What follows belongs to an exercise in optimizing a design on an open flow for small area, a short achievable clock period and few clock cycles per item; a production flow would make more cautious choices.
RTL that was checked went through simulation tests only; none was proved equivalent to the original.
No activity file was given, so power comes from the tool's default toggle rates.

// mult_stage
module mult_stage
(
  input  logic                            i_clk,
  input  logic                            i_rst,
  input  logic                            FS_rdy,
  output logic                            FS_ack,
  input  logic [32:0]                     i_ctl,
  input  logic [PEROW*DWD-1:0]            i_input,
  input  logic [PEROW*DWD-1:0]            i_weight,
  input  logic [PEROW*PSUMDWD-1:0]        i_psum,
  output logic                            MS_rdy,
  input  logic                            MS_ack,
  output logic [PEROW*PSUMDWD-1:0]        o_prod,
  output logic [PEROW*PSUMDWD-1:0]        o_psum,
  output logic [7:0]                      o_ctl
);
Size: about 390 flip-flops.
export LEC_CHECK = 0
export CAP_MARGIN = 20
export CORE_MARGIN = 2
export CORE_UTILIZATION = 40
export SLEW_MARGIN = 20
create_clock -name core_clock -period 10.0 [get_ports {i_clk}]
run.sh (not shown) runs the stock make flow with config.mk's settings and CLKGATE_MAP_FILE= SYNTH_SCRIPT=/design/flow/synth_recipe.tcl, a recipe that flattens the netlist after the stock synthesis.
The baseline finished with timing, DRC and antenna clean.
Then changed:
- SYNTH_HIERARCHICAL: not set -> 1
After rerunning:
- via count stays flat
- final cell count came out lower by about 1.4%
- worst hold slack got worse by 0.0082 ns
- wire length came out lower by about 2.3%
- sequential share of layout area hardly moves
- worst setup slack improved by 0.51 ns
Function was not checked in any run of this note: the RTL went through the layout flow alone.

Another version of the RTL of mult_stage (not shown whole).
Size: ~4000 cells after synthesis, about 560 I/O pins, about 0.042 sq mm of cells after synthesis.
Settings: LEC_CHECK=0, CAP_MARGIN=20, CORE_MARGIN=2, CORE_UTILIZATION=40, SETUP_SLACK_MARGIN=4.5, SLEW_MARGIN=20, TNS_END_PERCENT=0; clock period 10.0 ns.
standard.sh (not shown) runs the stock make flow with config.mk's settings and CLKGATE_MAP_FILE= SYNTH_SCRIPT=/design/flow/synth_recipe.tcl, a recipe that flattens the netlist after the stock synthesis.
==> flow/flow/run.sh <==
#!/bin/bash
# The standard layout, with every port buffered by a minimum-size buffer
# (sky130_fd_sc_hd__buf_1) instead of the delay cell buffer_ports picks by itself.
set -euo pipefail
bash standard.sh "BUFFER_PORTS_ARGS=-buffer_cell sky130_fd_sc_hd__buf_1" finish > standard_make.log 2>&1
Next try:
- CTS_BUF_LIST: unset -> sky130_fd_sc_hd__clkbuf_4 sky130_fd_sc_hd__clkbuf_8
- TNS_END_PERCENT: 0 -> unset
After rerunning:
- via count went up by 1.9%
- count of clock-buffer cells in the layout went up by 26
- synthesized cell count stays the same
- wire length went up by 1.7%
Next try:
- CTS_BUF_LIST: sky130_fd_sc_hd__clkbuf_4 sky130_fd_sc_hd__clkbuf_8 -> unset
- TNS_END_PERCENT: unset -> 20
After rerunning: Via count shrinks by 1.2%. Wire length went down by about 1.1%. Register-to-register slack gains 0.04 ns. Global-route usage drops by 0.21 points. Fmax rises by about 1.6%. Non-clock buffer count shrinks by 31. Hold slack barely changes. Worst setup slack gains 0.095 ns. Synthesized cell count is unchanged. Count of clock-buffer cells in the layout decreases by 36. Flip-flop and latch count does not change.
Next try:
- ABC_AREA: unset -> 1
- CTS_BUF_LIST: unset -> sky130_fd_sc_hd__clkbuf_4 sky130_fd_sc_hd__clkbuf_8
- TNS_END_PERCENT: 20 -> unset
What happened: Routed wire length rose by about 14%. Clock skew went up by 0.022 ns. Synthesized cell count went up by about 30%. Sequential cell count does not change. Total power fell by 1.6%. Register-to-register slack improved by 0.27 ns. Cell area went up by about 6%.
Next try:
- ABC_AREA: 1 -> unset
- CTS_BUF_LIST: sky130_fd_sc_hd__clkbuf_4 sky130_fd_sc_hd__clkbuf_8 -> unset
Result: Critical path depth shrinks by 1. Maximum frequency drops by 4.4%. Power grows by about 5%. Wire length decreases by 12%. Sequential power hardly moves.
Next try:
- SETUP_SLACK_MARGIN: 4.5 -> 5.0
- TNS_END_PERCENT: unset -> 0
Utilization decreases by 1.6 points.
Setup slack gets worse by 0.058 ns.
Final area decreases by a few percent.
Worst hold slack gets worse by 0.011 ns.
Global-route usage decreases by 0.27 points.
Routed wire length decreases slightly.
Power decreases by a few percent.
Non-clock buffer count decreases by 103.
Area after synthesis does not change.
Flip-flop and latch count does not change.
Cell count decreases slightly.
Function was not checked in any run of this note: the RTL went through the layout flow alone.

Another version of the RTL of mult_stage (not shown whole).
Size in the first run: about 4300 cells after synthesis, ~560 I/O pins, about 46000 µm² of cells after synthesis.
Settings: LEC_CHECK=0, CAP_MARGIN=20, CORE_MARGIN=2, CORE_UTILIZATION=40, SLEW_MARGIN=20, SYNTH_HIERARCHICAL=1; clock period 10.0 ns.
Scripts as last shown in full above: flow/flow/run.sh
The starting point completed with no timing, DRC or antenna violations.
Testbench counts at the start, summed over its fixed seeds: cycles 3,208, items 3,200.
Then changed:
--- a/flow/config.mk
+++ b/flow/config.mk
@@ -10,2 +10,3 @@
 export CORE_UTILIZATION = 40
+export SETUP_SLACK_MARGIN = 4.5
 export SLEW_MARGIN = 20
Maximum frequency rose by a quarter to a third; non-clock buffer count rose by 189; cell area rose by roughly a tenth; sequential share of layout area fell by 2.0 points; die area is unchanged; via count rose by a few percent; combinational power rose by roughly a tenth.
Then changed:
--- a/flow/config.mk
+++ b/flow/config.mk
@@ -10,4 +10,4 @@
 export CORE_UTILIZATION = 40
+export CTS_BUF_LIST = sky130_fd_sc_hd__clkbuf_4 sky130_fd_sc_hd__clkbuf_8
 export SETUP_SLACK_MARGIN = 4.5
 export SLEW_MARGIN = 20
-export SYNTH_HIERARCHICAL = 1
Outcome: Flip-flop and latch count falls by 8; worst hold slack loses 0.011 ns; cell count rises by about 3%; cell area falls by about 5%; power rises by 2.6%; die area falls by 4.6%.
Then changed:
--- a/flow/config.mk
+++ b/flow/config.mk
@@ -9,3 +9,3 @@
 export CORE_MARGIN = 2
-export CORE_UTILIZATION = 40
+export CORE_UTILIZATION = 55
 export CTS_BUF_LIST = sky130_fd_sc_hd__clkbuf_4 sky130_fd_sc_hd__clkbuf_8
Result: The new run completed with no timing, DRC or antenna violations; synthesized area stays the same; total power went down slightly; cell area went up slightly; fmax rose slightly; via count went up slightly; sequential share of layout area drops by 0.29 points; clock-buffer cell count stays the same.

Another version of the RTL of mult_stage (not shown whole).
For scale: roughly 3900 cells after synthesis, about 380 flip-flops, roughly 560 I/O pins, ~41000 um^2 of cells after synthesis.
// mult_stage
module mult_stage
(
  input  logic                            i_clk,
  input  logic                            i_rst,
  input  logic                            FS_rdy,
  output logic                            FS_ack,
  input  logic [32:0]                     i_ctl,
  input  logic [PEROW*DWD-1:0]            i_input,
  input  logic [PEROW*DWD-1:0]            i_weight,
  input  logic [PEROW*PSUMDWD-1:0]        i_psum,
  output logic                            MS_rdy,
  input  logic                            MS_ack,
  output logic [PEROW*PSUMDWD-1:0]        o_prod,
  output logic [PEROW*PSUMDWD-1:0]        o_psum,
  output logic [7:0]                      o_ctl
);
  mult_stage_pkg::ms_ctl_t ctl;
  assign ctl = i_ctl;
  function automatic [3:0] numt_oh(input [NTW-1:0] n);
    case (n)
      3'd0, 3'd1: numt_oh = 4'b0001;
      3'd2:       numt_oh = 4'b0010;
      3'd3:       numt_oh = 4'b0100;
      default:    numt_oh = 4'b1000;
    endcase
  endfunction
  logic full, is_mul, is_x;
  logic [3:0] sa, wen;
  logic [DWD-1:0] mx, nmx;
  logic [11:0] nmc;
  logic [PEROW*PSUMDWD-1:0] cs_s, cs_c, s_q, c_q;
  assign MS_rdy = full;
  assign FS_ack = FS_rdy && (!full || MS_ack);
  assign is_x   = ctl.mode == XNOR;
  assign is_mul = (ctl.mode != XNOR) && (ctl.mode <= P4);
  assign sa     = {4{is_mul}} & numt_oh(ctl.inumt);
  assign wen    = {ctl.wnumt >= 3'd4, ctl.wnumt >= 3'd3, ctl.wnumt >= 3'd2, 1'b1};
  assign mx     = {DWD{is_x}} & ctl.au_mask;
  assign nmx    = {DWD{is_x}} & ~ctl.au_mask;
  mult_nm_compress u_nmc (.n(nmx), .o(nmc));
  always_ff @(posedge i_clk) begin
    if (i_rst)       full <= 1'b0;
    else if (FS_ack) full <= 1'b1;
    else if (MS_ack) full <= 1'b0;
  end
  always_ff @(posedge i_clk) begin
    if (FS_ack) begin
      s_q    <= cs_s;
      c_q    <= cs_c;
      o_psum <= i_psum;
      o_ctl  <= ctl.pass;
    end
  end
  for (genvar r = 0; r < PEROW; r++) begin : g_lane
    mult_slice_lane u_lane (
      .is_x   (is_x),
      .sa     (sa),
      .wen    (wen),
      .a      (i_input[DWD*r +: DWD]),
      .w      (i_weight[DWD*r +: DWD]),
      .mx     (mx),
      .nmc    (nmc),
      .cs_s   (cs_s[PSUMDWD*r +: PSUMDWD]),
  ...
Settings: LEC_CHECK=0, CAP_MARGIN=20, CORE_MARGIN=2, CORE_UTILIZATION=40, CTS_BUF_LIST=sky130_fd_sc_hd__clkbuf_4 sky130_fd_sc_hd__clkbuf_8, SETUP_SLACK_MARGIN=4.5, SLEW_MARGIN=20, TNS_END_PERCENT=20; clock period 10.0 ns.
Scripts as last shown in full above: flow/flow/run.sh
The starting point completed with no timing, DRC or antenna violations.
Testbench counts at the start, summed over its fixed seeds: cycles 3,208, items 3,200.
==> next run, changes <==
- CTS_BUF_LIST: sky130_fd_sc_hd__clkbuf_4 sky130_fd_sc_hd__clkbuf_8 -> default
- SYNTH_HIERARCHICAL: default -> 1
=> Non-clock buffer count goes down by 15; first-iteration DRC count goes down by 0.57%; synthesized area goes up by 7.8%; worst setup slack improves by 0.20 ns; clock-buffer cell count goes down by 39; final cell count goes down by 2.2%; via count goes up by 1.9%; critical path depth goes up by 1; sequential share of layout area goes down by 0.62 points; routed wire length goes down by 1.5%.
==> next run, changes <==
- ABC_CLOCK_PERIOD_IN_PS: default -> 4500
- SYNTH_HIERARCHICAL: 1 -> default
What happened: Synthesized area fell by a little under a tenth; setup slack loses 0.051 ns; critical path depth fell by 5; final area came out lower by a few percent.
==> next run, changes <==
- ABC_CLOCK_PERIOD_IN_PS: 4500 -> default
- SETUP_SLACK_MARGIN: 4.5 -> 4.4
Effect: The new run finished with timing, DRC and antenna clean. Total power falls by 0.94%. Area after synthesis does not change. Count of clock-buffer cells in the layout stays the same. Critical path depth rises by 4. Final area barely changes. Setup slack got worse by 0.0033 ns. Core utilization falls by 0.10 points. Non-clock buffer count falls by 1. Wire length falls by 0.45%.

-- separate check: timing with driven ports --
The flow's constraints put no driver on any port. The routed layouts listed below were extracted and timed again, unchanged, in two steps. Step 1, drivers: a clkbuf_16 drives i_clk and a buf_2 each remaining input, both assumed. Step 2 also shifts input and output timing later by t, the mid clock arrival at the registers, as if the neighbouring blocks saw the same clock. Three values: no drivers, after step 1, after step 2; two values: the first two.
run	t, ns	setup WS [ns]	latest minus earliest clock arrival (ns)	slew at the worst register clock pin (ns)	worst data-port slew with drivers (ns)
the first run of note 1	0.705	2.355 / 2.390 / 1.685	0.033 / 0.034	0.07 / 0.07	0.26
the second run of note 1	0.714	2.868 / 2.911 / 2.197	0.026 / 0.026	0.07 / 0.07	0.15
the first run of note 2	0.688	4.165 / 4.102 / 3.464	0.032 / 0.032	0.06 / 0.06	0.23
the second run of note 2	0.780	4.124 / 4.058 / 3.728	0.042 / 0.041	0.07 / 0.07	0.22
the third run of note 2	0.690	4.219 / 4.152 / 3.668	0.026 / 0.027	0.06 / 0.06	0.22
the fourth run of note 2	0.821	4.479 / 4.522 / 3.701	0.054 / 0.054	0.06 / 0.06	0.24
the fifth run of note 2	0.686	4.223 / 4.156 / 3.881	0.027 / 0.027	0.06 / 0.06	0.23
the sixth run of note 2	0.688	4.165 / 4.102 / 3.464	0.032 / 0.032	0.06 / 0.06	0.23
the first run of note 3	0.695	2.938 / 2.984 / 2.289	0.034 / 0.034	0.06 / 0.06	0.22
the second run of note 3	0.698	4.319 / 4.369 / 3.671	0.025 / 0.026	0.06 / 0.06	0.24
the third run of note 3	0.782	4.219 / 4.156 / 3.722	0.053 / 0.053	0.07 / 0.07	0.22
the fourth run of note 3	0.732	4.286 / 4.215 / 3.733	0.054 / 0.054	0.07 / 0.07	0.24
the first run of note 4	0.799	4.092 / 4.024 / 3.353	0.052 / 0.053	0.07 / 0.07	0.23
the second run of note 4	0.709	4.290 / 4.310 / 3.632	0.084 / 0.084	0.06 / 0.06	0.13
the third run of note 4	0.697	4.239 / 4.172 / 3.661	0.044 / 0.045	0.07 / 0.07	0.22
the fourth run of note 4	0.696	4.235 / 4.169 / 3.688	0.042 / 0.041	0.06 / 0.06	0.22
After both steps every run listed still meets setup and hold. For the fourth run of note 2, which loses most, drivers alone change the setup slack by +0.043 ns; drivers and shift together by -0.778 ns.
